Context: an optimization exercise on an open-source flow, tuned for small area, a short achievable clock period and few clock cycles per item. The choices shown serve that exercise and are no tape-out recipe. Function was checked by simulation only, so behaviour that the tests miss may differ from the original. Power is estimated from default activity; no workload was simulated.

==> flow/design.v (outline; a module is shown in full before it is edited, if it fits) <==
// module playback_rate_trim_controller: 952 lines
module playback_rate_trim_controller #(
  parameter int AVERAGE_LENGTH = 128
) (
  input  logic        clk,
  input  logic        rst,
  input  logic        in_valid,
  output logic        in_stall,
  input  logic [24:0] in_data,
  output logic        out_valid,
  input  logic        out_stall,
  output logic [34:0] out_data,
  input  logic        cfg_valid,
  output logic        cfg_ready,
  input  logic [1:0]  cfg_index,
  input  logic [15:0] cfg_data
);
  // ...
==> flow/run.sh <==
#!/bin/bash
# synth_recipe.tcl (not shown) runs the flow's synth.tcl, then flattens the netlist and writes it again
# the make line also repeats each setting of config.mk as NAME=value (left out here)
make -C /OpenROAD-flow-scripts/flow DESIGN_CONFIG=/design/flow/config.mk WORK_HOME=/design/flow/orfs CLKGATE_MAP_FILE= SYNTH_SCRIPT=/design/flow/synth_recipe.tcl finish
==> flow/config.mk <==
export PLATFORM = sky130hd
export DESIGN_NAME = playback_rate_trim_controller
export DESIGN_NICKNAME = playback_rate_trim_controller
export VERILOG_FILES = /design/flow/design.v
export SDC_FILE = /design/flow/constraint.sdc
export NUM_CORES = 4
export LEC_CHECK = 0
export ABC_CLOCK_PERIOD_IN_PS = 3000
export CAP_MARGIN = 20
export CORE_MARGIN = 2
export CORE_UTILIZATION = 60
export CTS_CLUSTER_DIAMETER = 100
export CTS_CLUSTER_SIZE = 30
export PLACE_DENSITY = 0.75
export SETUP_SLACK_MARGIN = 4.6
export SLEW_MARGIN = 20
==> flow/constraint.sdc <==
create_clock -name core_clock -period 8.0 [get_ports {clk}]
set_input_delay 1.6000 -clock core_clock [delete_from_list [all_inputs] [get_ports {clk}]]
set_output_delay 1.6000 -clock core_clock [all_outputs]
set_load 0.01 [all_outputs]
==> impl_metrics.py, run 1 <==
metrics = {
    "floorplanning": {
        "num_io_pins": 86,
    },
    "worst_setup_path": {
        "startpoint": "mr0_s10[2]",
        "reg2reg_depth": 21,
        "r2r_slack_ns": 3.95,
        "worstSetupEndpointType": "flip-flop",
        "cp_slowest_cell": "edfxtp_1",
        "required_ns": 8.51,
    },
    "placement": {
        "place_inst": 8562,
        "portBuffers": 84,
        "gp_congestion": 0.872,
        "place_area_um2": 104000,
    },
    "layout": {
        "multi_input_gates": 3305,
        "fin_util_pct": 66.3,
        "ff_latch_area_um2": 73300,
        "final_cell_mix": "edfxtp_1, ha_1, nand2_1",
    },
    "global_routing": {
        "grt_pass1_vias": 48525,
    },
    "timing": {
        "setup_violations": 0,
        "period_share_pct": 50.7,
    },
    "drt": {
        "wl_per_cell_um": 20.5,
    },
    "synthesis": {
        "ys_seq_area_share_pct": 72.7,
        "yosysUniqueCellTypes": 94,
        "yosysWarningCount": 2,
        "syn-num-nets": 7052,
        "synth_compound_area_share_pct": 7.30,
    },
    "hold_path": {
        "hold-path-endpoint": "hist[72][9]",
    },
    "clock_tree": {
        "clock_path_buffers": 3,
        "cts_tree": "yes",
        "postCtsHoldBufs": 0,
        "htreeDepth": 3,
        "clock_latency_ns": 0.77,
    },
    "outcome": {
        "status": "finished clean",
    },
    "power_and_ir_drop": {
        "p_total_uw": 32300,
        "pg_clk_uw": 6200,
        "pwr-share-seq_pct": 50.1,
    },
}
Testbench counts, summed over its fixed seeds: cycles 2,200, items 2,048.
==> inputs of run 2 (changes only) <==
--- a/flow/design.v
+++ b/flow/design.v
@@ -27,22 +27,28 @@
   logic [16:0] gain2;     
   logic [17:0] gain3;     
   logic [17:0] g3c;
   logic [8:0]  gh1, gh2, gh3;   
   logic [6:0]  cfg_t;
   logic [17:0] f3c;
   assign cfg_t = (cfg_data[6:0] == 7'd0) ? 7'd1 : cfg_data[6:0];
   assign fpb2  = {fpb, 1'b0};
+  assign tgt2  = {tgt, 1'b0};
   assign f3c   = {2'b0, fpb} + {1'b0, fpb, 1'b0};
   assign gain2 = {gain, 1'b0};
   assign g3c   = {2'b0, gain} + {1'b0, gain, 1'b0};
   always_comb begin
     gain_hi[15] = gain[15];
     for (int i = 14; i >= 0; i--) gain_hi[i] = gain_hi[i+1] | gain[i];
+    for (int j = 0; j < 9; j++) begin
+      gh1[j] = (18'(gain) >> (20 - 2 * j)) != 18'd0;
+      gh2[j] = (18'(gain2) >> (20 - 2 * j)) != 18'd0;
+      gh3[j] = (gain3 >> (20 - 2 * j)) != 18'd0;
+    end
   end
   assign cfg_ready = 1'b1;
   always_ff @(posedge clk) begin
     if (rst) begin
       tgt  <= 7'd50;
       fpb  <= 16'd441;
       gain <= 16'd6554;
     end else if (cfg_valid) begin
@@ -51,265 +57,243 @@
         2'd1: fpb  <= cfg_data;
         2'd2: gain <= cfg_data;
         default: begin
         end
       endcase
     end
   end
   always_ff @(posedge clk) begin
-    tgt2 <= {tgt, 1'b0};
     tgt3 <= {2'b0, tgt} + {1'b0, tgt, 1'b0};
     fpb3 <= f3c;
     gain3 <= g3c;
-    for (int j = 0; j < 9; j++) begin
-      gh1[j] <= (18'(gain) >> (20 - 2 * j)) != 18'd0;
-      gh2[j] <= (18'(gain2) >> (20 - 2 * j)) != 18'd0;
-      gh3[j] <= (g3c >> (20 - 2 * j)) != 18'd0;
-    end
     for (int s = 0; s < 8; s++) begin
       fen1[s] <= (fpb != 16'd0) && ((18'(fpb) >> (2 * s + 2)) == 18'd0);
       fen2[s] <= (fpb != 16'd0) && ((18'(fpb2) >> (2 * s + 2)) == 18'd0);
       fen3[s] <= (fpb != 16'd0) && ((f3c >> (2 * s + 2)) == 18'd0);
     end
   end
   logic       run;
   logic       in_take;
   logic [7:0]  occ_in;
   logic [15:0] dly_in;
-  logic        st_in;
   assign in_take  = in_valid & run & ~rst;
-  assign dly_in   = in_data[16:1];
-  assign st_in    = in_data[0];
-  assign occ_in   = in_data[24:17];
+  assign dly_in   = in_data[0] ? in_data[16:1] : 16'd0;
+  assign occ_in   = in_data[0] ? in_data[24:17] : {1'b0, tgt};
   logic        x_v;     
   logic [13:0] x_d;     
   logic        x_cl;    
   logic [0:0] v_s1;
   always_ff @(posedge clk) if (rst) v_s1 <= 1'b0; else if (run) v_s1 <= in_take;
-  logic [0:0] st_s1;
-  always_ff @(posedge clk) if (run) st_s1 <= st_in;
   logic [7:0] occ_s1;
   always_ff @(posedge clk) if (run) occ_s1 <= occ_in;
   logic [15:0] dr_s1;
   always_ff @(posedge clk) if (run) dr_s1 <= dly_in;
-  logic [8:0] e_1;
-  assign e_1 = {2'b0, tgt} - ((occ_s1[7] & |occ_s1[6:0]) ? 9'd128 : {1'b0, occ_s1});
-  logic [1:0] rsh_2;
-  assign rsh_2 = dr_s1[15:14];
-  logic [2:0] t1_3;
-  assign t1_3 = {1'b0, rsh_2} - {1'b0, fpb[1:0]};
-  logic [0:0] n1_4;
-  assign n1_4 = fen1[0] & ~t1_3[2];
-  logic [2:0] t2_5;
-  assign t2_5 = {1'b0, rsh_2} - {1'b0, fpb2[1:0]};
-  logic [0:0] n2_6;
-  assign n2_6 = fen2[0] & ~t2_5[2];
-  logic [2:0] t3_7;
-  assign t3_7 = {1'b0, rsh_2} - {1'b0, fpb3[1:0]};
-  logic [0:0] n3_8;
-  assign n3_8 = fen3[0] & ~t3_7[2];
-  logic [1:0] rem_9;
-  assign rem_9 = n3_8 ? t3_7[1:0] : n2_6 ? t2_5[1:0] : n1_4 ? t1_3[1:0] : rsh_2;
-  logic [1:0] q1_10;
-  assign q1_10 = {n2_6, n3_8 | (n1_4 & ~n2_6)};
-  logic [13:0] dr_11;
-  assign dr_11 = dr_s1[13:0];
-  logic [3:0] rsh_12;
-  assign rsh_12 = {rem_9, dr_11[13:12]};
-  logic [4:0] t1_13;
-  assign t1_13 = {1'b0, rsh_12} - {1'b0, fpb[3:0]};
-  logic [0:0] n1_14;
-  assign n1_14 = fen1[1] & ~t1_13[4];
-  logic [4:0] t2_15;
-  assign t2_15 = {1'b0, rsh_12} - {1'b0, fpb2[3:0]};
-  logic [0:0] n2_16;
-  assign n2_16 = fen2[1] & ~t2_15[4];
-  logic [4:0] t3_17;
-  assign t3_17 = {1'b0, rsh_12} - {1'b0, fpb3[3:0]};
-  logic [0:0] n3_18;
-  assign n3_18 = fen3[1] & ~t3_17[4];
-  logic [3:0] rem_19;
-  assign rem_19 = n3_18 ? t3_17[3:0] : n2_16 ? t2_15[3:0] : n1_14 ? t1_13[3:0] : rsh_12;
-  logic [3:0] q1_20;
-  assign q1_20 = {q1_10, {n2_16, n3_18 | (n1_14 & ~n2_16)}};
-  logic [11:0] dr_21;
-  assign dr_21 = dr_11[11:0];
+  logic [1:0] rsh_1;
+  assign rsh_1 = dr_s1[15:14];
+  logic [2:0] t1_2;
+  assign t1_2 = {1'b0, rsh_1} - {1'b0, fpb[1:0]};
+  logic [0:0] n1_3;
+  assign n1_3 = fen1[0] & ~t1_2[2];
+  logic [2:0] t2_4;
+  assign t2_4 = {1'b0, rsh_1} - {1'b0, fpb2[1:0]};
+  logic [0:0] n2_5;
+  assign n2_5 = fen2[0] & ~t2_4[2];
+  logic [2:0] t3_6;
+  assign t3_6 = {1'b0, rsh_1} - {1'b0, fpb3[1:0]};
+  logic [0:0] n3_7;
+  assign n3_7 = fen3[0] & ~t3_6[2];
+  logic [1:0] rem_8;
+  assign rem_8 = n3_7 ? t3_6[1:0] : n2_5 ? t2_4[1:0] : n1_3 ? t1_2[1:0] : rsh_1;
+  logic [1:0] q1_9;
+  assign q1_9 = {n2_5, n3_7 | (n1_3 & ~n2_5)};
+  logic [13:0] dr_10;
+  assign dr_10 = dr_s1[13:0];
+  logic [3:0] rsh_11;
+  assign rsh_11 = {rem_8, dr_10[13:12]};
+  logic [4:0] t1_12;
+  assign t1_12 = {1'b0, rsh_11} - {1'b0, fpb[3:0]};
+  logic [0:0] n1_13;
+  assign n1_13 = fen1[1] & ~t1_12[4];
+  logic [4:0] t2_14;
+  assign t2_14 = {1'b0, rsh_11} - {1'b0, fpb2[3:0]};
+  logic [0:0] n2_15;
+  assign n2_15 = fen2[1] & ~t2_14[4];
+  logic [4:0] t3_16;
+  assign t3_16 = {1'b0, rsh_11} - {1'b0, fpb3[3:0]};
+  logic [0:0] n3_17;
+  assign n3_17 = fen3[1] & ~t3_16[4];
+  logic [3:0] rem_18;
+  assign rem_18 = n3_17 ? t3_16[3:0] : n2_15 ? t2_14[3:0] : n1_13 ? t1_12[3:0] : rsh_11;
+  logic [3:0] q1_19;
+  assign q1_19 = {q1_9, {n2_15, n3_17 | (n1_13 & ~n2_15)}};
+  logic [11:0] dr_20;
+  assign dr_20 = dr_10[11:0];
   logic [0:0] v_s2;
   always_ff @(posedge clk) if (rst) v_s2 <= 1'b0; else if (run) v_s2 <= v_s1;
-  logic [0:0] st_s2;
-  always_ff @(posedge clk) if (run) st_s2 <= st_s1;
+  logic [7:0] occ_s2;
+  always_ff @(posedge clk) if (run) occ_s2 <= occ_s1;
   logic [11:0] dr_s2;
-  always_ff @(posedge clk) if (run) dr_s2 <= dr_21;
-  logic [8:0] e_s2;
-  always_ff @(posedge clk) if (run) e_s2 <= e_1;
+  always_ff @(posedge clk) if (run) dr_s2 <= dr_20;
   logic [3:0] rem_s2;
-  always_ff @(posedge clk) if (run) rem_s2 <= rem_19;
+  always_ff @(posedge clk) if (run) rem_s2 <= rem_18;
   logic [3:0] q1_s2;
-  always_ff @(posedge clk) if (run) q1_s2 <= q1_20;
-  logic [5:0] rsh_22;
-  assign rsh_22 = {rem_s2, dr_s2[11:10]};
-  logic [6:0] t1_23;
-  assign t1_23 = {1'b0, rsh_22} - {1'b0, fpb[5:0]};
-  logic [0:0] n1_24;
-  assign n1_24 = fen1[2] & ~t1_23[6];
-  logic [6:0] t2_25;
-  assign t2_25 = {1'b0, rsh_22} - {1'b0, fpb2[5:0]};
-  logic [0:0] n2_26;
-  assign n2_26 = fen2[2] & ~t2_25[6];
-  logic [6:0] t3_27;
-  assign t3_27 = {1'b0, rsh_22} - {1'b0, fpb3[5:0]};
-  logic [0:0] n3_28;
-  assign n3_28 = fen3[2] & ~t3_27[6];
-  logic [5:0] rem_29;
-  assign rem_29 = n3_28 ? t3_27[5:0] : n2_26 ? t2_25[5:0] : n1_24 ? t1_23[5:0] : rsh_22;
-  logic [5:0] q1_30;
-  assign q1_30 = {q1_s2, {n2_26, n3_28 | (n1_24 & ~n2_26)}};
-  logic [9:0] dr_31;
-  assign dr_31 = dr_s2[9:0];
+  always_ff @(posedge clk) if (run) q1_s2 <= q1_19;
+  logic [5:0] rsh_21;
+  assign rsh_21 = {rem_s2, dr_s2[11:10]};
+  logic [6:0] t1_22;
+  assign t1_22 = {1'b0, rsh_21} - {1'b0, fpb[5:0]};
+  logic [0:0] n1_23;
+  assign n1_23 = fen1[2] & ~t1_22[6];
+  logic [6:0] t2_24;
+  assign t2_24 = {1'b0, rsh_21} - {1'b0, fpb2[5:0]};
+  logic [0:0] n2_25;
+  assign n2_25 = fen2[2] & ~t2_24[6];
+  logic [6:0] t3_26;
+  assign t3_26 = {1'b0, rsh_21} - {1'b0, fpb3[5:0]};
+  logic [0:0] n3_27;
+  assign n3_27 = fen3[2] & ~t3_26[6];
+  logic [5:0] rem_28;
+  assign rem_28 = n3_27 ? t3_26[5:0] : n2_25 ? t2_24[5:0] : n1_23 ? t1_22[5:0] : rsh_21;
+  logic [5:0] q1_29;
+  assign q1_29 = {q1_s2, {n2_25, n3_27 | (n1_23 & ~n2_25)}};
+  logic [9:0] dr_30;
+  assign dr_30 = dr_s2[9:0];
   logic [0:0] v_s3;
   always_ff @(posedge clk) if (rst) v_s3 <= 1'b0; else if (run) v_s3 <= v_s2;
-  logic [0:0] st_s3;
-  always_ff @(posedge clk) if (run) st_s3 <= st_s2;
+  logic [7:0] occ_s3;
+  always_ff @(posedge clk) if (run) occ_s3 <= occ_s2;
   logic [9:0] dr_s3;
-  always_ff @(posedge clk) if (run) dr_s3 <= dr_31;
-  logic [8:0] e_s3;
-  always_ff @(posedge clk) if (run) e_s3 <= e_s2;
+  always_ff @(posedge clk) if (run) dr_s3 <= dr_30;
   logic [5:0] rem_s3;
-  always_ff @(posedge clk) if (run) rem_s3 <= rem_29;
+  always_ff @(posedge clk) if (run) rem_s3 <= rem_28;
   logic [5:0] q1_s3;
-  always_ff @(posedge clk) if (run) q1_s3 <= q1_30;
-  logic [7:0] rsh_32;
-  assign rsh_32 = {rem_s3, dr_s3[9:8]};
-  logic [8:0] t1_33;
-  assign t1_33 = {1'b0, rsh_32} - {1'b0, fpb[7:0]};
-  logic [0:0] n1_34;
-  assign n1_34 = fen1[3] & ~t1_33[8];
-  logic [8:0] t2_35;
-  assign t2_35 = {1'b0, rsh_32} - {1'b0, fpb2[7:0]};
-  logic [0:0] n2_36;
-  assign n2_36 = fen2[3] & ~t2_35[8];
-  logic [8:0] t3_37;
-  assign t3_37 = {1'b0, rsh_32} - {1'b0, fpb3[7:0]};
-  logic [0:0] n3_38;
-  assign n3_38 = fen3[3] & ~t3_37[8];
-  logic [7:0] rem_39;
-  assign rem_39 = n3_38 ? t3_37[7:0] : n2_36 ? t2_35[7:0] : n1_34 ? t1_33[7:0] : rsh_32;
-  logic [7:0] q1_40;
-  assign q1_40 = {q1_s3, {n2_36, n3_38 | (n1_34 & ~n2_36)}};
-  logic [7:0] dr_41;
-  assign dr_41 = dr_s3[7:0];
+  always_ff @(posedge clk) if (run) q1_s3 <= q1_29;
+  logic [7:0] rsh_31;
+  assign rsh_31 = {rem_s3, dr_s3[9:8]};
+  logic [8:0] t1_32;
+  assign t1_32 = {1'b0, rsh_31} - {1'b0, fpb[7:0]};
+  logic [0:0] n1_33;
+  assign n1_33 = fen1[3] & ~t1_32[8];
+  logic [8:0] t2_34;
+  assign t2_34 = {1'b0, rsh_31} - {1'b0, fpb2[7:0]};
+  logic [0:0] n2_35;
+  assign n2_35 = fen2[3] & ~t2_34[8];
+  logic [8:0] t3_36;
+  assign t3_36 = {1'b0, rsh_31} - {1'b0, fpb3[7:0]};
+  logic [0:0] n3_37;
+  assign n3_37 = fen3[3] & ~t3_36[8];
+  logic [7:0] rem_38;
+  assign rem_38 = n3_37 ? t3_36[7:0] : n2_35 ? t2_34[7:0] : n1_33 ? t1_32[7:0] : rsh_31;
+  logic [7:0] q1_39;
+  assign q1_39 = {q1_s3, {n2_35, n3_37 | (n1_33 & ~n2_35)}};
+  logic [7:0] dr_40;
+  assign dr_40 = dr_s3[7:0];
   logic [0:0] v_s4;
   always_ff @(posedge clk) if (rst) v_s4 <= 1'b0; else if (run) v_s4 <= v_s3;
-  logic [0:0] st_s4;
-  always_ff @(posedge clk) if (run) st_s4 <= st_s3;
+  logic [7:0] occ_s4;
+  always_ff @(posedge clk) if (run) occ_s4 <= occ_s3;
   logic [7:0] dr_s4;
-  always_ff @(posedge clk) if (run) dr_s4 <= dr_41;
-  logic [8:0] e_s4;
-  always_ff @(posedge clk) if (run) e_s4 <= e_s3;
+  always_ff @(posedge clk) if (run) dr_s4 <= dr_40;
   logic [7:0] rem_s4;
-  always_ff @(posedge clk) if (run) rem_s4 <= rem_39;
+  always_ff @(posedge clk) if (run) rem_s4 <= rem_38;
   logic [7:0] q1_s4;
-  always_ff @(posedge clk) if (run) q1_s4 <= q1_40;
-  logic [9:0] rsh_42;
-  assign rsh_42 = {rem_s4, dr_s4[7:6]};
-  logic [10:0] t1_43;
-  assign t1_43 = {1'b0, rsh_42} - {1'b0, fpb[9:0]};
-  logic [0:0] n1_44;
-  assign n1_44 = fen1[4] & ~t1_43[10];
-  logic [10:0] t2_45;
-  assign t2_45 = {1'b0, rsh_42} - {1'b0, fpb2[9:0]};
-  logic [0:0] n2_46;
-  assign n2_46 = fen2[4] & ~t2_45[10];
-  logic [10:0] t3_47;
-  assign t3_47 = {1'b0, rsh_42} - {1'b0, fpb3[9:0]};
-  logic [0:0] n3_48;
-  assign n3_48 = fen3[4] & ~t3_47[10];
-  logic [9:0] rem_49;
-  assign rem_49 = n3_48 ? t3_47[9:0] : n2_46 ? t2_45[9:0] : n1_44 ? t1_43[9:0] : rsh_42;
-  logic [9:0] q1_50;
-  assign q1_50 = {q1_s4, {n2_46, n3_48 | (n1_44 & ~n2_46)}};
-  logic [5:0] dr_51;
-  assign dr_51 = dr_s4[5:0];
+  always_ff @(posedge clk) if (run) q1_s4 <= q1_39;
+  logic [9:0] rsh_41;
+  assign rsh_41 = {rem_s4, dr_s4[7:6]};
+  logic [10:0] t1_42;
+  assign t1_42 = {1'b0, rsh_41} - {1'b0, fpb[9:0]};
+  logic [0:0] n1_43;
+  assign n1_43 = fen1[4] & ~t1_42[10];
+  logic [10:0] t2_44;
+  assign t2_44 = {1'b0, rsh_41} - {1'b0, fpb2[9:0]};
+  logic [0:0] n2_45;
+  assign n2_45 = fen2[4] & ~t2_44[10];
+  logic [10:0] t3_46;
+  assign t3_46 = {1'b0, rsh_41} - {1'b0, fpb3[9:0]};
+  logic [0:0] n3_47;
+  assign n3_47 = fen3[4] & ~t3_46[10];
+  logic [9:0] rem_48;
+  assign rem_48 = n3_47 ? t3_46[9:0] : n2_45 ? t2_44[9:0] : n1_43 ? t1_42[9:0] : rsh_41;
+  logic [9:0] q1_49;
+  assign q1_49 = {q1_s4, {n2_45, n3_47 | (n1_43 & ~n2_45)}};
+  logic [5:0] dr_50;
+  assign dr_50 = dr_s4[5:0];
   logic [0:0] v_s5;
   always_ff @(posedge clk) if (rst) v_s5 <= 1'b0; else if (run) v_s5 <= v_s4;
-  logic [0:0] st_s5;
-  always_ff @(posedge clk) if (run) st_s5 <= st_s4;
+  logic [7:0] occ_s5;
+  always_ff @(posedge clk) if (run) occ_s5 <= occ_s4;
   logic [5:0] dr_s5;
-  always_ff @(posedge clk) if (run) dr_s5 <= dr_51;
-  logic [8:0] e_s5;
-  always_ff @(posedge clk) if (run) e_s5 <= e_s4;
+  always_ff @(posedge clk) if (run) dr_s5 <= dr_50;
   logic [9:0] rem_s5;
-  always_ff @(posedge clk) if (run) rem_s5 <= rem_49;
+  always_ff @(posedge clk) if (run) rem_s5 <= rem_48;
   logic [9:0] q1_s5;
-  always_ff @(posedge clk) if (run) q1_s5 <= q1_50;
-  logic [11:0] rsh_52;
-  assign rsh_52 = {rem_s5, dr_s5[5:4]};
-  logic [12:0] t1_53;
-  assign t1_53 = {1'b0, rsh_52} - {1'b0, fpb[11:0]};
-  logic [0:0] n1_54;
-  assign n1_54 = fen1[5] & ~t1_53[12];
-  logic [12:0] t2_55;
-  assign t2_55 = {1'b0, rsh_52} - {1'b0, fpb2[11:0]};
-  logic [0:0] n2_56;
-  assign n2_56 = fen2[5] & ~t2_55[12];
-  logic [12:0] t3_57;
-  assign t3_57 = {1'b0, rsh_52} - {1'b0, fpb3[11:0]};
-  logic [0:0] n3_58;
-  assign n3_58 = fen3[5] & ~t3_57[12];
-  logic [11:0] rem_59;
-  assign rem_59 = n3_58 ? t3_57[11:0] : n2_56 ? t2_55[11:0] : n1_54 ? t1_53[11:0] : rsh_52;
-  logic [11:0] q1_60;
-  assign q1_60 = {q1_s5, {n2_56, n3_58 | (n1_54 & ~n2_56)}};
-  logic [3:0] dr_61;
-  assign dr_61 = dr_s5[3:0];
+  always_ff @(posedge clk) if (run) q1_s5 <= q1_49;
+  logic [11:0] rsh_51;
+  assign rsh_51 = {rem_s5, dr_s5[5:4]};
+  logic [12:0] t1_52;
+  assign t1_52 = {1'b0, rsh_51} - {1'b0, fpb[11:0]};
+  logic [0:0] n1_53;
+  assign n1_53 = fen1[5] & ~t1_52[12];
+  logic [12:0] t2_54;
+  assign t2_54 = {1'b0, rsh_51} - {1'b0, fpb2[11:0]};
+  logic [0:0] n2_55;
+  assign n2_55 = fen2[5] & ~t2_54[12];
+  logic [12:0] t3_56;
+  assign t3_56 = {1'b0, rsh_51} - {1'b0, fpb3[11:0]};
+  logic [0:0] n3_57;
+  assign n3_57 = fen3[5] & ~t3_56[12];
+  logic [11:0] rem_58;
+  assign rem_58 = n3_57 ? t3_56[11:0] : n2_55 ? t2_54[11:0] : n1_53 ? t1_52[11:0] : rsh_51;
+  logic [11:0] q1_59;
+  assign q1_59 = {q1_s5, {n2_55, n3_57 | (n1_53 & ~n2_55)}};
+  logic [3:0] dr_60;
+  assign dr_60 = dr_s5[3:0];
   logic [0:0] v_s6;
   always_ff @(posedge clk) if (rst) v_s6 <= 1'b0; else if (run) v_s6 <= v_s5;
-  logic [0:0] st_s6;
-  always_ff @(posedge clk) if (run) st_s6 <= st_s5;
+  logic [7:0] occ_s6;
+  always_ff @(posedge clk) if (run) occ_s6 <= occ_s5;
   logic [3:0] dr_s6;
-  always_ff @(posedge clk) if (run) dr_s6 <= dr_61;
-  logic [8:0] e_s6;
-  always_ff @(posedge clk) if (run) e_s6 <= e_s5;
+  always_ff @(posedge clk) if (run) dr_s6 <= dr_60;
   logic [11:0] rem_s6;
-  always_ff @(posedge clk) if (run) rem_s6 <= rem_59;
+  always_ff @(posedge clk) if (run) rem_s6 <= rem_58;
   logic [11:0] q1_s6;
-  always_ff @(posedge clk) if (run) q1_s6 <= q1_60;
-  logic [13:0] rsh_62;
-  assign rsh_62 = {rem_s6, dr_s6[3:2]};
-  logic [14:0] t1_63;
-  assign t1_63 = {1'b0, rsh_62} - {1'b0, fpb[13:0]};
-  logic [0:0] n1_64;
-  assign n1_64 = fen1[6] & ~t1_63[14];
-  logic [14:0] t2_65;
-  assign t2_65 = {1'b0, rsh_62} - {1'b0, fpb2[13:0]};
-  logic [0:0] n2_66;
-  assign n2_66 = fen2[6] & ~t2_65[14];
-  logic [14:0] t3_67;
-  assign t3_67 = {1'b0, rsh_62} - {1'b0, fpb3[13:0]};
-  logic [0:0] n3_68;
-  assign n3_68 = fen3[6] & ~t3_67[14];
-  logic [13:0] rem_69;
-  assign rem_69 = n3_68 ? t3_67[13:0] : n2_66 ? t2_65[13:0] : n1_64 ? t1_63[13:0] : rsh_62;
-  logic [13:0] q1_70;
-  assign q1_70 = {q1_s6, {n2_66, n3_68 | (n1_64 & ~n2_66)}};
-  logic [1:0] dr_71;
-  assign dr_71 = dr_s6[1:0];
+  always_ff @(posedge clk) if (run) q1_s6 <= q1_59;
+  logic [13:0] rsh_61;
+  assign rsh_61 = {rem_s6, dr_s6[3:2]};
+  logic [14:0] t1_62;
+  assign t1_62 = {1'b0, rsh_61} - {1'b0, fpb[13:0]};
+  logic [0:0] n1_63;
+  assign n1_63 = fen1[6] & ~t1_62[14];
+  logic [14:0] t2_64;
+  assign t2_64 = {1'b0, rsh_61} - {1'b0, fpb2[13:0]};
+  logic [0:0] n2_65;
+  assign n2_65 = fen2[6] & ~t2_64[14];
+  logic [14:0] t3_66;
+  assign t3_66 = {1'b0, rsh_61} - {1'b0, fpb3[13:0]};
+  logic [0:0] n3_67;
+  assign n3_67 = fen3[6] & ~t3_66[14];
+  logic [13:0] rem_68;
+  assign rem_68 = n3_67 ? t3_66[13:0] : n2_65 ? t2_64[13:0] : n1_63 ? t1_62[13:0] : rsh_61;
+  logic [13:0] q1_69;
+  assign q1_69 = {q1_s6, {n2_65, n3_67 | (n1_63 & ~n2_65)}};
+  logic [1:0] dr_70;
+  assign dr_70 = dr_s6[1:0];
+  logic [8:0] e_71;
+  assign e_71 = {2'b0, tgt} - ((occ_s6[7] & |occ_s6[6:0]) ? 9'd128 : {1'b0, occ_s6});
   logic [0:0] v_s7;
   always_ff @(posedge clk) if (rst) v_s7 <= 1'b0; else if (run) v_s7 <= v_s6;
-  logic [0:0] st_s7;
-  always_ff @(posedge clk) if (run) st_s7 <= st_s6;
   logic [1:0] dr_s7;
-  always_ff @(posedge clk) if (run) dr_s7 <= dr_71;
-  logic [8:0] e_s7;
-  always_ff @(posedge clk) if (run) e_s7 <= e_s6;
+  always_ff @(posedge clk) if (run) dr_s7 <= dr_70;
   logic [13:0] rem_s7;
-  always_ff @(posedge clk) if (run) rem_s7 <= rem_69;
+  always_ff @(posedge clk) if (run) rem_s7 <= rem_68;
   logic [13:0] q1_s7;
-  always_ff @(posedge clk) if (run) q1_s7 <= q1_70;
+  always_ff @(posedge clk) if (run) q1_s7 <= q1_69;
+  logic [8:0] e_s7;
+  always_ff @(posedge clk) if (run) e_s7 <= e_71;
   logic [15:0] rsh_72;
   assign rsh_72 = {rem_s7, dr_s7[1:0]};
   logic [16:0] t1_73;
   assign t1_73 = {1'b0, rsh_72} - {1'b0, fpb[15:0]};
   logic [0:0] n1_74;
   assign n1_74 = fen1[7] & ~t1_73[16];
   logic [16:0] t2_75;
   assign t2_75 = {1'b0, rsh_72} - {1'b0, fpb2[15:0]};
@@ -318,30 +302,28 @@
   logic [16:0] t3_77;
   assign t3_77 = {1'b0, rsh_72} - {1'b0, fpb3[15:0]};
   logic [0:0] n3_78;
   assign n3_78 = fen3[7] & ~t3_77[16];
   logic [15:0] q1_79;
   assign q1_79 = {q1_s7, {n2_76, n3_78 | (n1_74 & ~n2_76)}};
   logic [0:0] v_s8;
   always_ff @(posedge clk) if (rst) v_s8 <= 1'b0; else if (run) v_s8 <= v_s7;
-  logic [0:0] st_s8;
-  always_ff @(posedge clk) if (run) st_s8 <= st_s7;
-  logic [8:0] e_s8;
-  always_ff @(posedge clk) if (run) e_s8 <= e_s7;
   logic [15:0] q1_s8;
   always_ff @(posedge clk) if (run) q1_s8 <= q1_79;
+  logic [8:0] e_s8;
+  always_ff @(posedge clk) if (run) e_s8 <= e_s7;
   logic [17:0] xp_80;
   assign xp_80 = {2'b0, q1_s8} - {{9{e_s8[8]}}, e_s8};
   logic [17:0] xn_81;
   assign xn_81 = {{9{e_s8[8]}}, e_s8} - {2'b0, q1_s8};
   logic [0:0] above_82;
   assign above_82 = xn_81[17];
   logic [16:0] diff_83;
-  assign diff_83 = st_s8 ? (xn_81[17] ? xp_80[16:0] : xn_81[16:0]) : 17'd0;
+  assign diff_83 = xn_81[17] ? xp_80[16:0] : xn_81[16:0];
   logic [0:0] v_s9;
   always_ff @(posedge clk) if (rst) v_s9 <= 1'b0; else if (run) v_s9 <= v_s8;
   logic [0:0] above_s9;
   always_ff @(posedge clk) if (run) above_s9 <= above_82;
   logic [16:0] diff_s9;
   always_ff @(posedge clk) if (run) diff_s9 <= diff_83;
   wire pp_1 = ~diff_s9[1] & diff_s9[0];
   wire pp_2 = diff_s9[1] & ~diff_s9[0];
@@ -641,251 +623,239 @@
   assign p_87 = {1'b0, {mr0_s10[22], mr0_s10[21], mr0_s10[20], mr0_s10[19], mr0_s10[18], mr0_s10[17], mr0_s10[16], mr0_s10[15], mr0_s10[14], mr0_s10[13], mr0_s10[12], mr0_s10[11], mr0_s10[10], mr0_s10[9], mr0_s10[8], mr0_s10[7], mr0_s10[6], mr0_s10[5], mr0_s10[4], mr0_s10[3], mr0_s10[2], mr0_s10[1], mr0_s10[0]}} + {1'b0, {mr1_s10[22], mr1_s10[21], mr1_s10[20], mr1_s10[19], mr1_s10[18], mr1_s10[17], mr1_s10[16], mr1_s10[15], mr1_s10[14], mr1_s10[13], mr1_s10[12], mr1_s10[11], mr1_s10[10], mr1_s10[9], mr1_s10[8], mr1_s10[7], mr1_s10[6], mr1_s10[5], mr1_s10[4], mr1_s10[3], mr1_s10[2], mr1_s10[1], mr1_s10[0]}};
   logic [0:0] big_88;
   assign big_88 = bighi_s10 | (|p_87[23:20]);
   logic [19:0] pl_89;
   assign pl_89 = p_87[19:0];
   logic [6:0] r2_90;
   assign r2_90 = pl_89[19:13];
   logic [0:0] ovf_91;
-  assign ovf_91 = r2_90 >= tgt;
+  assign ovf_91 = (r2_90 >= tgt) | big_88;
   logic [12:0] pr_92;
   assign pr_92 = pl_89[12:0];
-  logic [7:0] rsh_93;
-  assign rsh_93 = {r2_90, pr_92[12]};
-  logic [8:0] t1_94;
-  assign t1_94 = {1'b0, rsh_93} - 9'(tgt);
-  logic [0:0] n1_95;
-  assign n1_95 = ~t1_94[8];
-  logic [6:0] r2_96;
-  assign r2_96 = n1_95 ? t1_94[6:0] : rsh_93[6:0];
-  logic [11:0] pr_97;
-  assign pr_97 = pr_92[11:0];
-  logic [0:0] q2_98;
-  assign q2_98 = n1_95;
   logic [0:0] v_s11;
   always_ff @(posedge clk) if (rst) v_s11 <= 1'b0; else if (run) v_s11 <= v_s10;
   logic [0:0] above_s11;
   always_ff @(posedge clk) if (run) above_s11 <= above_s10;
-  logic [0:0] big_s11;
-  always_ff @(posedge clk) if (run) big_s11 <= big_88;
   logic [6:0] r2_s11;
-  always_ff @(posedge clk) if (run) r2_s11 <= r2_96;
+  always_ff @(posedge clk) if (run) r2_s11 <= r2_90;
   logic [0:0] ovf_s11;
   always_ff @(posedge clk) if (run) ovf_s11 <= ovf_91;
-  logic [11:0] pr_s11;
-  always_ff @(posedge clk) if (run) pr_s11 <= pr_97;
-  logic [0:0] q2_s11;
-  always_ff @(posedge clk) if (run) q2_s11 <= q2_98;
-  logic [8:0] rsh_99;
-  assign rsh_99 = {r2_s11, pr_s11[11:10]};
-  logic [9:0] t1_100;
-  assign t1_100 = {1'b0, rsh_99} - 10'(tgt);
-  logic [0:0] n1_101;
-  assign n1_101 = ~t1_100[9];
-  logic [9:0] t2_102;
-  assign t2_102 = {1'b0, rsh_99} - 10'(tgt2);
-  logic [0:0] n2_103;
-  assign n2_103 = ~t2_102[9];
-  logic [9:0] t3_104;
-  assign t3_104 = {1'b0, rsh_99} - 10'(tgt3);
-  logic [0:0] n3_105;
-  assign n3_105 = ~t3_104[9];
-  logic [6:0] r2_106;
-  assign r2_106 = n3_105 ? t3_104[6:0] : n2_103 ? t2_102[6:0] : n1_101 ? t1_100[6:0] : rsh_99[6:0];
-  logic [9:0] pr_107;
-  assign pr_107 = pr_s11[9:0];
-  logic [2:0] q2_108;
-  assign q2_108 = {q2_s11, {n2_103, n3_105 | (n1_101 & ~n2_103)}};
+  logic [12:0] pr_s11;
+  always_ff @(posedge clk) if (run) pr_s11 <= pr_92;
+  logic [8:0] rsh_93;
+  assign rsh_93 = {r2_s11, pr_s11[12:11]};
+  logic [9:0] t1_94;
+  assign t1_94 = {1'b0, rsh_93} - 10'(tgt);
+  logic [0:0] n1_95;
+  assign n1_95 = ~t1_94[9];
+  logic [9:0] t2_96;
+  assign t2_96 = {1'b0, rsh_93} - 10'(tgt2);
+  logic [0:0] n2_97;
+  assign n2_97 = ~t2_96[9];
+  logic [9:0] t3_98;
+  assign t3_98 = {1'b0, rsh_93} - 10'(tgt3);
+  logic [0:0] n3_99;
+  assign n3_99 = ~t3_98[9];
+  logic [6:0] r2_100;
+  assign r2_100 = n3_99 ? t3_98[6:0] : n2_97 ? t2_96[6:0] : n1_95 ? t1_94[6:0] : rsh_93[6:0];
+  logic [10:0] pr_101;
+  assign pr_101 = pr_s11[10:0];
+  logic [1:0] q2_102;
+  assign q2_102 = {n2_97, n3_99 | (n1_95 & ~n2_97)};
   logic [0:0] v_s12;
   always_ff @(posedge clk) if (rst) v_s12 <= 1'b0; else if (run) v_s12 <= v_s11;
   logic [0:0] above_s12;
   always_ff @(posedge clk) if (run) above_s12 <= above_s11;
-  logic [0:0] big_s12;
-  always_ff @(posedge clk) if (run) big_s12 <= big_s11;
   logic [6:0] r2_s12;
-  always_ff @(posedge clk) if (run) r2_s12 <= r2_106;
+  always_ff @(posedge clk) if (run) r2_s12 <= r2_100;
   logic [0:0] ovf_s12;
   always_ff @(posedge clk) if (run) ovf_s12 <= ovf_s11;
-  logic [9:0] pr_s12;
-  always_ff @(posedge clk) if (run) pr_s12 <= pr_107;
-  logic [2:0] q2_s12;
-  always_ff @(posedge clk) if (run) q2_s12 <= q2_108;
-  logic [8:0] rsh_109;
-  assign rsh_109 = {r2_s12, pr_s12[9:8]};
-  logic [9:0] t1_110;
-  assign t1_110 = {1'b0, rsh_109} - 10'(tgt);
-  logic [0:0] n1_111;
-  assign n1_111 = ~t1_110[9];
-  logic [9:0] t2_112;
-  assign t2_112 = {1'b0, rsh_109} - 10'(tgt2);
-  logic [0:0] n2_113;
-  assign n2_113 = ~t2_112[9];
-  logic [9:0] t3_114;
-  assign t3_114 = {1'b0, rsh_109} - 10'(tgt3);
-  logic [0:0] n3_115;
-  assign n3_115 = ~t3_114[9];
-  logic [6:0] r2_116;
-  assign r2_116 = n3_115 ? t3_114[6:0] : n2_113 ? t2_112[6:0] : n1_111 ? t1_110[6:0] : rsh_109[6:0];
-  logic [7:0] pr_117;
-  assign pr_117 = pr_s12[7:0];
-  logic [4:0] q2_118;
-  assign q2_118 = {q2_s12, {n2_113, n3_115 | (n1_111 & ~n2_113)}};
+  logic [10:0] pr_s12;
+  always_ff @(posedge clk) if (run) pr_s12 <= pr_101;
+  logic [1:0] q2_s12;
+  always_ff @(posedge clk) if (run) q2_s12 <= q2_102;
+  logic [8:0] rsh_103;
+  assign rsh_103 = {r2_s12, pr_s12[10:9]};
+  logic [9:0] t1_104;
+  assign t1_104 = {1'b0, rsh_103} - 10'(tgt);
+  logic [0:0] n1_105;
+  assign n1_105 = ~t1_104[9];
+  logic [9:0] t2_106;
+  assign t2_106 = {1'b0, rsh_103} - 10'(tgt2);
+  logic [0:0] n2_107;
+  assign n2_107 = ~t2_106[9];
+  logic [9:0] t3_108;
+  assign t3_108 = {1'b0, rsh_103} - 10'(tgt3);
+  logic [0:0] n3_109;
+  assign n3_109 = ~t3_108[9];
+  logic [6:0] r2_110;
+  assign r2_110 = n3_109 ? t3_108[6:0] : n2_107 ? t2_106[6:0] : n1_105 ? t1_104[6:0] : rsh_103[6:0];
+  logic [8:0] pr_111;
+  assign pr_111 = pr_s12[8:0];
+  logic [3:0] q2_112;
+  assign q2_112 = {q2_s12, {n2_107, n3_109 | (n1_105 & ~n2_107)}};
   logic [0:0] v_s13;
   always_ff @(posedge clk) if (rst) v_s13 <= 1'b0; else if (run) v_s13 <= v_s12;
   logic [0:0] above_s13;
   always_ff @(posedge clk) if (run) above_s13 <= above_s12;
-  logic [0:0] big_s13;
-  always_ff @(posedge clk) if (run) big_s13 <= big_s12;
   logic [6:0] r2_s13;
-  always_ff @(posedge clk) if (run) r2_s13 <= r2_116;
+  always_ff @(posedge clk) if (run) r2_s13 <= r2_110;
   logic [0:0] ovf_s13;
   always_ff @(posedge clk) if (run) ovf_s13 <= ovf_s12;
-  logic [7:0] pr_s13;
-  always_ff @(posedge clk) if (run) pr_s13 <= pr_117;
-  logic [4:0] q2_s13;
-  always_ff @(posedge clk) if (run) q2_s13 <= q2_118;
-  logic [8:0] rsh_119;
-  assign rsh_119 = {r2_s13, pr_s13[7:6]};
-  logic [9:0] t1_120;
-  assign t1_120 = {1'b0, rsh_119} - 10'(tgt);
-  logic [0:0] n1_121;
-  assign n1_121 = ~t1_120[9];
-  logic [9:0] t2_122;
-  assign t2_122 = {1'b0, rsh_119} - 10'(tgt2);
-  logic [0:0] n2_123;
-  assign n2_123 = ~t2_122[9];
-  logic [9:0] t3_124;
-  assign t3_124 = {1'b0, rsh_119} - 10'(tgt3);
-  logic [0:0] n3_125;
-  assign n3_125 = ~t3_124[9];
-  logic [6:0] r2_126;
-  assign r2_126 = n3_125 ? t3_124[6:0] : n2_123 ? t2_122[6:0] : n1_121 ? t1_120[6:0] : rsh_119[6:0];
-  logic [5:0] pr_127;
-  assign pr_127 = pr_s13[5:0];
-  logic [6:0] q2_128;
-  assign q2_128 = {q2_s13, {n2_123, n3_125 | (n1_121 & ~n2_123)}};
+  logic [8:0] pr_s13;
+  always_ff @(posedge clk) if (run) pr_s13 <= pr_111;
+  logic [3:0] q2_s13;
+  always_ff @(posedge clk) if (run) q2_s13 <= q2_112;
+  logic [8:0] rsh_113;
+  assign rsh_113 = {r2_s13, pr_s13[8:7]};
+  logic [9:0] t1_114;
+  assign t1_114 = {1'b0, rsh_113} - 10'(tgt);
+  logic [0:0] n1_115;
+  assign n1_115 = ~t1_114[9];
+  logic [9:0] t2_116;
+  assign t2_116 = {1'b0, rsh_113} - 10'(tgt2);
+  logic [0:0] n2_117;
+  assign n2_117 = ~t2_116[9];
+  logic [9:0] t3_118;
+  assign t3_118 = {1'b0, rsh_113} - 10'(tgt3);
+  logic [0:0] n3_119;
+  assign n3_119 = ~t3_118[9];
+  logic [6:0] r2_120;
+  assign r2_120 = n3_119 ? t3_118[6:0] : n2_117 ? t2_116[6:0] : n1_115 ? t1_114[6:0] : rsh_113[6:0];
+  logic [6:0] pr_121;
+  assign pr_121 = pr_s13[6:0];
+  logic [5:0] q2_122;
+  assign q2_122 = {q2_s13, {n2_117, n3_119 | (n1_115 & ~n2_117)}};
   logic [0:0] v_s14;
   always_ff @(posedge clk) if (rst) v_s14 <= 1'b0; else if (run) v_s14 <= v_s13;
   logic [0:0] above_s14;
   always_ff @(posedge clk) if (run) above_s14 <= above_s13;
-  logic [0:0] big_s14;
-  always_ff @(posedge clk) if (run) big_s14 <= big_s13;
   logic [6:0] r2_s14;
-  always_ff @(posedge clk) if (run) r2_s14 <= r2_126;
+  always_ff @(posedge clk) if (run) r2_s14 <= r2_120;
   logic [0:0] ovf_s14;
   always_ff @(posedge clk) if (run) ovf_s14 <= ovf_s13;
-  logic [5:0] pr_s14;
-  always_ff @(posedge clk) if (run) pr_s14 <= pr_127;
-  logic [6:0] q2_s14;
-  always_ff @(posedge clk) if (run) q2_s14 <= q2_128;
-  logic [8:0] rsh_129;
-  assign rsh_129 = {r2_s14, pr_s14[5:4]};
-  logic [9:0] t1_130;
-  assign t1_130 = {1'b0, rsh_129} - 10'(tgt);
-  logic [0:0] n1_131;
-  assign n1_131 = ~t1_130[9];
-  logic [9:0] t2_132;
-  assign t2_132 = {1'b0, rsh_129} - 10'(tgt2);
-  logic [0:0] n2_133;
-  assign n2_133 = ~t2_132[9];
-  logic [9:0] t3_134;
-  assign t3_134 = {1'b0, rsh_129} - 10'(tgt3);
-  logic [0:0] n3_135;
-  assign n3_135 = ~t3_134[9];
-  logic [6:0] r2_136;
-  assign r2_136 = n3_135 ? t3_134[6:0] : n2_133 ? t2_132[6:0] : n1_131 ? t1_130[6:0] : rsh_129[6:0];
-  logic [3:0] pr_137;
-  assign pr_137 = pr_s14[3:0];
-  logic [8:0] q2_138;
-  assign q2_138 = {q2_s14, {n2_133, n3_135 | (n1_131 & ~n2_133)}};
+  logic [6:0] pr_s14;
+  always_ff @(posedge clk) if (run) pr_s14 <= pr_121;
+  logic [5:0] q2_s14;
+  always_ff @(posedge clk) if (run) q2_s14 <= q2_122;
+  logic [8:0] rsh_123;
+  assign rsh_123 = {r2_s14, pr_s14[6:5]};
+  logic [9:0] t1_124;
+  assign t1_124 = {1'b0, rsh_123} - 10'(tgt);
+  logic [0:0] n1_125;
+  assign n1_125 = ~t1_124[9];
+  logic [9:0] t2_126;
+  assign t2_126 = {1'b0, rsh_123} - 10'(tgt2);
+  logic [0:0] n2_127;
+  assign n2_127 = ~t2_126[9];
+  logic [9:0] t3_128;
+  assign t3_128 = {1'b0, rsh_123} - 10'(tgt3);
+  logic [0:0] n3_129;
+  assign n3_129 = ~t3_128[9];
+  logic [6:0] r2_130;
+  assign r2_130 = n3_129 ? t3_128[6:0] : n2_127 ? t2_126[6:0] : n1_125 ? t1_124[6:0] : rsh_123[6:0];
+  logic [4:0] pr_131;
+  assign pr_131 = pr_s14[4:0];
+  logic [7:0] q2_132;
+  assign q2_132 = {q2_s14, {n2_127, n3_129 | (n1_125 & ~n2_127)}};
   logic [0:0] v_s15;
   always_ff @(posedge clk) if (rst) v_s15 <= 1'b0; else if (run) v_s15 <= v_s14;
   logic [0:0] above_s15;
   always_ff @(posedge clk) if (run) above_s15 <= above_s14;
-  logic [0:0] big_s15;
-  always_ff @(posedge clk) if (run) big_s15 <= big_s14;
   logic [6:0] r2_s15;
-  always_ff @(posedge clk) if (run) r2_s15 <= r2_136;
+  always_ff @(posedge clk) if (run) r2_s15 <= r2_130;
   logic [0:0] ovf_s15;
   always_ff @(posedge clk) if (run) ovf_s15 <= ovf_s14;
-  logic [3:0] pr_s15;
-  always_ff @(posedge clk) if (run) pr_s15 <= pr_137;
-  logic [8:0] q2_s15;
-  always_ff @(posedge clk) if (run) q2_s15 <= q2_138;
-  logic [8:0] rsh_139;
-  assign rsh_139 = {r2_s15, pr_s15[3:2]};
-  logic [9:0] t1_140;
-  assign t1_140 = {1'b0, rsh_139} - 10'(tgt);
-  logic [0:0] n1_141;
-  assign n1_141 = ~t1_140[9];
-  logic [9:0] t2_142;
-  assign t2_142 = {1'b0, rsh_139} - 10'(tgt2);
-  logic [0:0] n2_143;
-  assign n2_143 = ~t2_142[9];
-  logic [9:0] t3_144;
-  assign t3_144 = {1'b0, rsh_139} - 10'(tgt3);
-  logic [0:0] n3_145;
-  assign n3_145 = ~t3_144[9];
-  logic [6:0] r2_146;
-  assign r2_146 = n3_145 ? t3_144[6:0] : n2_143 ? t2_142[6:0] : n1_141 ? t1_140[6:0] : rsh_139[6:0];
-  logic [1:0] pr_147;
-  assign pr_147 = pr_s15[1:0];
-  logic [10:0] q2_148;
-  assign q2_148 = {q2_s15, {n2_143, n3_145 | (n1_141 & ~n2_143)}};
+  logic [4:0] pr_s15;
+  always_ff @(posedge clk) if (run) pr_s15 <= pr_131;
+  logic [7:0] q2_s15;
+  always_ff @(posedge clk) if (run) q2_s15 <= q2_132;
+  logic [8:0] rsh_133;
+  assign rsh_133 = {r2_s15, pr_s15[4:3]};
+  logic [9:0] t1_134;
+  assign t1_134 = {1'b0, rsh_133} - 10'(tgt);
+  logic [0:0] n1_135;
+  assign n1_135 = ~t1_134[9];
+  logic [9:0] t2_136;
+  assign t2_136 = {1'b0, rsh_133} - 10'(tgt2);
+  logic [0:0] n2_137;
+  assign n2_137 = ~t2_136[9];
+  logic [9:0] t3_138;
+  assign t3_138 = {1'b0, rsh_133} - 10'(tgt3);
+  logic [0:0] n3_139;
+  assign n3_139 = ~t3_138[9];
+  logic [6:0] r2_140;
+  assign r2_140 = n3_139 ? t3_138[6:0] : n2_137 ? t2_136[6:0] : n1_135 ? t1_134[6:0] : rsh_133[6:0];
+  logic [2:0] pr_141;
+  assign pr_141 = pr_s15[2:0];
+  logic [9:0] q2_142;
+  assign q2_142 = {q2_s15, {n2_137, n3_139 | (n1_135 & ~n2_137)}};
   logic [0:0] v_s16;
   always_ff @(posedge clk) if (rst) v_s16 <= 1'b0; else if (run) v_s16 <= v_s15;
   logic [0:0] above_s16;
   always_ff @(posedge clk) if (run) above_s16 <= above_s15;
-  logic [0:0] big_s16;
-  always_ff @(posedge clk) if (run) big_s16 <= big_s15;
   logic [6:0] r2_s16;
-  always_ff @(posedge clk) if (run) r2_s16 <= r2_146;
+  always_ff @(posedge clk) if (run) r2_s16 <= r2_140;
   logic [0:0] ovf_s16;
   always_ff @(posedge clk) if (run) ovf_s16 <= ovf_s15;
-  logic [1:0] pr_s16;
-  always_ff @(posedge clk) if (run) pr_s16 <= pr_147;
-  logic [10:0] q2_s16;
-  always_ff @(posedge clk) if (run) q2_s16 <= q2_148;
-  logic [8:0] rsh_149;
-  assign rsh_149 = {r2_s16, pr_s16[1:0]};
-  logic [9:0] t1_150;
-  assign t1_150 = {1'b0, rsh_149} - 10'(tgt);
-  logic [0:0] n1_151;
-  assign n1_151 = ~t1_150[9];
-  logic [9:0] t2_152;
-  assign t2_152 = {1'b0, rsh_149} - 10'(tgt2);
-  logic [0:0] n2_153;
-  assign n2_153 = ~t2_152[9];
-  logic [9:0] t3_154;
-  assign t3_154 = {1'b0, rsh_149} - 10'(tgt3);
-  logic [0:0] n3_155;
-  assign n3_155 = ~t3_154[9];
-  logic [12:0] q2_156;
-  assign q2_156 = {q2_s16, {n2_153, n3_155 | (n1_151 & ~n2_153)}};
+  logic [2:0] pr_s16;
+  always_ff @(posedge clk) if (run) pr_s16 <= pr_141;
+  logic [9:0] q2_s16;
+  always_ff @(posedge clk) if (run) q2_s16 <= q2_142;
+  logic [8:0] rsh_143;
+  assign rsh_143 = {r2_s16, pr_s16[2:1]};
+  logic [9:0] t1_144;
+  assign t1_144 = {1'b0, rsh_143} - 10'(tgt);
+  logic [0:0] n1_145;
+  assign n1_145 = ~t1_144[9];
+  logic [9:0] t2_146;
+  assign t2_146 = {1'b0, rsh_143} - 10'(tgt2);
+  logic [0:0] n2_147;
+  assign n2_147 = ~t2_146[9];
+  logic [9:0] t3_148;
+  assign t3_148 = {1'b0, rsh_143} - 10'(tgt3);
+  logic [0:0] n3_149;
+  assign n3_149 = ~t3_148[9];
+  logic [6:0] r2_150;
+  assign r2_150 = n3_149 ? t3_148[6:0] : n2_147 ? t2_146[6:0] : n1_145 ? t1_144[6:0] : rsh_143[6:0];
+  logic [0:0] pr_151;
+  assign pr_151 = pr_s16[0:0];
+  logic [11:0] q2_152;
+  assign q2_152 = {q2_s16, {n2_147, n3_149 | (n1_145 & ~n2_147)}};
   logic [0:0] v_s17;
   always_ff @(posedge clk) if (rst) v_s17 <= 1'b0; else if (run) v_s17 <= v_s16;
   logic [0:0] above_s17;
   always_ff @(posedge clk) if (run) above_s17 <= above_s16;
-  logic [0:0] big_s17;
-  always_ff @(posedge clk) if (run) big_s17 <= big_s16;
+  logic [6:0] r2_s17;
+  always_ff @(posedge clk) if (run) r2_s17 <= r2_150;
   logic [0:0] ovf_s17;
   always_ff @(posedge clk) if (run) ovf_s17 <= ovf_s16;
-  logic [12:0] q2_s17;
-  always_ff @(posedge clk) if (run) q2_s17 <= q2_156;
-  logic [0:0] cl_157;
-  assign cl_157 = big_s17 | ovf_s17 | (q2_s17 > 13'd6554);
-  logic [13:0] m_158;
-  assign m_158 = cl_157 ? 14'd6554 : {1'b0, q2_s17};
+  logic [0:0] pr_s17;
+  always_ff @(posedge clk) if (run) pr_s17 <= pr_151;
+  logic [11:0] q2_s17;
+  always_ff @(posedge clk) if (run) q2_s17 <= q2_152;
+  logic [7:0] rsh_153;
+  assign rsh_153 = {r2_s17, pr_s17[0]};
+  logic [8:0] t1_154;
+  assign t1_154 = {1'b0, rsh_153} - 9'(tgt);
+  logic [0:0] qb_155;
+  assign qb_155 = ~t1_154[8];
+  logic [0:0] cl_156;
+  assign cl_156 = ovf_s17 | (q2_s17 > 12'd3277) | ((q2_s17 == 12'd3277) & qb_155);
+  logic [12:0] hn_157;
+  assign hn_157 = 13'd0 - {1'b0, q2_s17};
+  logic [13:0] neg_158;
+  assign neg_158 = qb_155 ? {1'b1, ~q2_s17, 1'b1} : {hn_157, 1'b0};
   logic [13:0] dd_159;
-  assign dd_159 = above_s17 ? (14'd0 - m_158) : m_158;
+  assign dd_159 = cl_156 ? (above_s17 ? -14'sd6554 : 14'd6554) : (above_s17 ? neg_158 : {1'b0, q2_s17, qb_155});
   logic [0:0] v_s18;
   always_ff @(posedge clk) if (rst) v_s18 <= 1'b0; else if (run) v_s18 <= v_s17;
   logic [0:0] cl_s18;
-  always_ff @(posedge clk) if (run) cl_s18 <= cl_157;
+  always_ff @(posedge clk) if (run) cl_s18 <= cl_156;
   logic [13:0] dd_s18;
   always_ff @(posedge clk) if (run) dd_s18 <= dd_159;
   assign x_v  = v_s18;
   assign x_d  = dd_s18;
   assign x_cl = cl_s18;
   logic [13:0] hist [HL];
   logic [6:0]  fill;      
   logic [20:0] dsum;      
==> flow/config.mk (replaced) <==
export PLATFORM = sky130hd
export DESIGN_NAME = playback_rate_trim_controller
export DESIGN_NICKNAME = playback_rate_trim_controller
export VERILOG_FILES = /design/flow/design.v
export SDC_FILE = /design/flow/constraint.sdc
export NUM_CORES = 4
export LEC_CHECK = 0
export ABC_CLOCK_PERIOD_IN_PS = 3000
export CAP_MARGIN = 20
export CORE_MARGIN = 2
export CORE_UTILIZATION = 60
export CTS_CLUSTER_DIAMETER = 80
export CTS_CLUSTER_SIZE = 24
export PLACE_DENSITY = 0.75
export SETUP_SLACK_MARGIN = 4.6
export SLEW_MARGIN = 20
==> impl_metrics.py, run 2 <==
metrics = {
    "outcome": {
        "status": "finished clean",
    },
    "global_routing": {
        "antenna_found_initial": 4,
        "grt_pass1_vias": 50467,
        "grt_max_degree": 197,
        "grt_pass1_wl_um": 291000,
        "grtUsageTotal_pct": 22.3,
        "grt.overflow.total": 0,
    },
    "floorplanning": {
        "dieWidth_um": 413,
        "die_y_um": 413,
        "die_area_um2": 171000,
        "core_um2": 167000,
        "num_io_pins": 86,
        "rows": 150,
        "start_util_pct": 60.3,
    },
    "timing": {
        "finalMaxSlewViolations": 0,
        "fmax_mhz": 257,
        "min_period_ns": 3.89,
        "period_share_pct": 48.6,
        "finalSetupTns_ns": 0,
        "rsz0062_at_grt": "true",
        "setup_violations": 0,
        "hold_violations": 0,
        "postLayoutSetupSlackWorst_ns": 4.11,
        "worst_pin_slew_ns": 1.09,
        "relSlewSlack_pct": 27.3,
        "fin_skew_ns": 0.0393,
    },
    "drt": {
        "wl_met2_um": 91500,
        "top_layer": "met5",
        "routed_wirelength_um": 192000,
        "drc": 0,
        "wl_per_cell_um": 21.3,
        "drtIter0Drc": 4280,
        "via_count": 51588,
        "wl_met3_um": 7610,
        "vias_per_cell": 5.72,
        "first_pass_iters": 6,
        "met1_length_um": 87100,
        "ant_nets": 0,
    },
    "power_and_ir_drop": {
        "p_total_uw": 34600,
        "p_sw_share_pct": 31.4,
        "p_switching_uw": 10900,
        "p_per_area_nw_per_um2": 311,
        "pwr-share-seq_pct": 46.7,
        "vdd_drop_max_mv": 0.268,
        "comb_power_share_pct": 32.1,
        "leakagePower_uw": 0.0406,
        "p_int_uw": 23700,
        "clkPwrFrac_pct": 21.2,
    },
    "worst_setup_path": {
        "required_ns": 8.55,
        "path_buf_inv": 1,
        "start_kind": "flip-flop",
        "cpMostUsedCell": "a21oi_2",
        "crit_arrival_ns": 4.44,
        "slowest_delay_ns": 0.43,
        "worstSetupEndpointType": "flip-flop",
        "cp_slowest_cell": "or4_4",
        "worstPathCellList": "buf_4, fa_2, a21o_1, a21oi_2, o21a_1, nor3_1, a41o_1, or4_4, a31o_1, a21oi_2, xnor2_1, ha_2, nand2_1, nand3_1, nor4_2, o21ai_1, or4_1",
        "startpoint": "mr0_s10[3]",
        "r2r_start": "mr0_s10[3]",
        "cp_top_family": "compound AO/OA/AOI/OAI gates",
        "crit_fanout": 2,
        "path_class": "flip-flop to flip-flop",
    },
    "placement": {
        "place.detailed.hpwl_um": 118000,
        "gp_congestion": 0.888,
        "place_inst": 8616,
        "dpl_worst_slack_ns": 3.70,
        "portBuffers": 84,
    },
    "layout": {
        "largest-register": "hist",
        "final_common_cell": "edfxtp_1",
        "nFillCells": 11277,
        "layout_top_registers": "hist x1778, o_res x31, k_res x29",
        "largest_reg_flops": 1778,
        "ff_latch_area_um2": 72400,
        "final_cells": 9026,
        "final_layout_size_suffix_gt1_share_pct": 11.1,
        "antennaDiodeCount": 0,
        "fin_util_pct": 66.7,
        "final_cell_mix": "edfxtp_1, ha_1, nand2_1",
        "syn2layout_area_growth_pct": 10.6,
        "final_nets": 7448,
        "multi_input_area_um2": 27200,
    },
    "synthesis": {
        "postSynth.asyncResetShare_pct": 0,
        "synth_seq_cells": 2474,
        "synth_edf_count": 2275,
        "synth_area_leader_cell": "edfxtp_1",
        "ys_seq_area_share_pct": 71.9,
        "synth_top_area_share_pct": 67.9,
        "synth_common_cells": "edfxtp_1, ha_1, inv_1, nand2_1, o21ai_0",
        "yosysWarningCount": 2,
        "synthFlopType": "edfxtp_1",
        "syn_area_um2": 101000,
        "synthTopCellsByArea": "edfxtp_1, ha_1, dfxtp_1",
        "yosysMostFrequentCell": "edfxtp_1",
        "syn-num-nets": 7100,
        "synth.avg_cell_area_um2": 15.7,
        "syn_inst": 6405,
        "yosysUniqueCellTypes": 78,
    },
    "clock_tree": {
        "clock_path_buffers": 3,
        "cts.sinks": 2474,
        "cts-root-buf": "clkbuf_16",
        "numCtsBuffers": 133,
        "clock_latency_ns": 0.83,
        "htreeDepth": 4,
        "cts_tree": "yes",
        "path_clk_slew_ns": 0.09,
        "postCtsHoldBufs": 0,
    },
    "hold_path": {
        "holdCritStartpoint": "e_s7[7]",
        "min_path_type": "flip-flop to flip-flop",
    },
    "job": {
        "drv_cap": 0,
    },
}
[run 2: cell types whose count changed in the layout (fill, tap and decap cells not counted), moves of 26 or more]
cell,change
dfxtp_1,-26
a21oi_1,+52
clkbuf_1,-26
mux2i_1,+69
clkbuf_16,+34
[run 2: per-stage QoR]
stage          instance area, um2  hold WS (ns)
2_1_floorplan              101000         0.353
3_3_place_gp               104000         0.400
3_5_place_dp               104000         0.405
4_1_cts                    110000         0.391
5_1_grt                    111000         0.404
6_report                   111000         0.394
[run 2: final cells by class]
cell class	instances	area share [%]
sequential	2474	65.1
multi-input combinational	3396	24.4
clock buffer	161	3.09
timing repair buffer	349	2.91
tap	2204	2.48
inverter	397	1.42
clock inverter	43	0.625
timing repair inverter	2	0.0124
[run 2: worst paths after layout]
kind	slack (ns)	cells after the start	to
setup reg to reg	4.11	17	ovf_s11
hold / removal	0.39	0	e_s8[7]
hold reg to reg	0.39	0	e_s8[7]
setup / recovery	4.11	17	ovf_s11
[run 2: kinds of logic (layout without fill, tap and decap cells)]
kind of cell	count (synthesis)	after routing	share of synthesized area, %
muxes	241	241	2.50
and+or+nand+nor	1083	1083	5.07
adders and majority gates	647	647	9.01
buffers and inverters	536	952	2.04
AOI/OAI and AO/OA	1175	1176	7.32
xor gates and xnor gates	248	248	2.16
DFF	2474	2474	71.9
other	1	1	0.00373
[run 2: what timing repair did]
| item | 4_1_cts | 5_1_grt |
|---|---|---|
| pin swaps | 34 | 56 |
| resized for setup | 169 | 191 |
| cloned | 5 | 2 |
| buffers inserted | 106 | 93 |
| setup endpoints to repair | 1879 | 571 |
[run 2: power by group through the flow]
stage                     Combinational [uW]  Sequential, uW  Clock [uW]
after floorplan                         7490           16100           0
after CTS                              10500           16200        7590
after global placement                  9490           16500           0
final                                  11100           16200        7330
after detailed placement                9770           16600           0
after global routing                   12500           16200        7980
[run 2: routing by layer]
metal / vias to the layer above / global-route usage (%)
met5: - / 0
met4: 2 / 7.30
met3: 292 / 2.76
met2: 1137 / 35.9
met1: 25729 / 31.8
li1: 24428 / -
Testbench counts of run 2, summed over its fixed seeds: cycles 2,200, items 2,048.

==> what the ideal ports hide <==
In the flow no input, the clock included, has a driving cell. The finished layouts below were timed again as built, in two steps. Step 1: set_driving_cell puts a clkbuf_16 on clk and a buf_2 on each other input, an assumption about the parent block. Step 2 times the ports against the registers' clock, not the clock port: input delays grow and output delays shrink by t, the midpoint of the rising clock arrivals with the driver on. Slacks: ideal ports / drivers / drivers and shift; pairs: ideal ports / drivers.
| run | shift t [ns] | setup slack, ns | hold slack, ns | clock arrival spread, ns | pins driven straight from the clock port |
|---|---|---|---|---|---|
| run 1 | 0.839 | 3.948 / 3.948 / 3.948 | 0.412 / 0.412 / 0.412 | 0.038 / 0.037 | 1 |
| run 2 | 0.901 | 4.115 / 4.115 / 4.115 | 0.394 / 0.394 / 0.394 | 0.048 / 0.048 | 1 |
After both steps setup and hold are still met in every run listed.
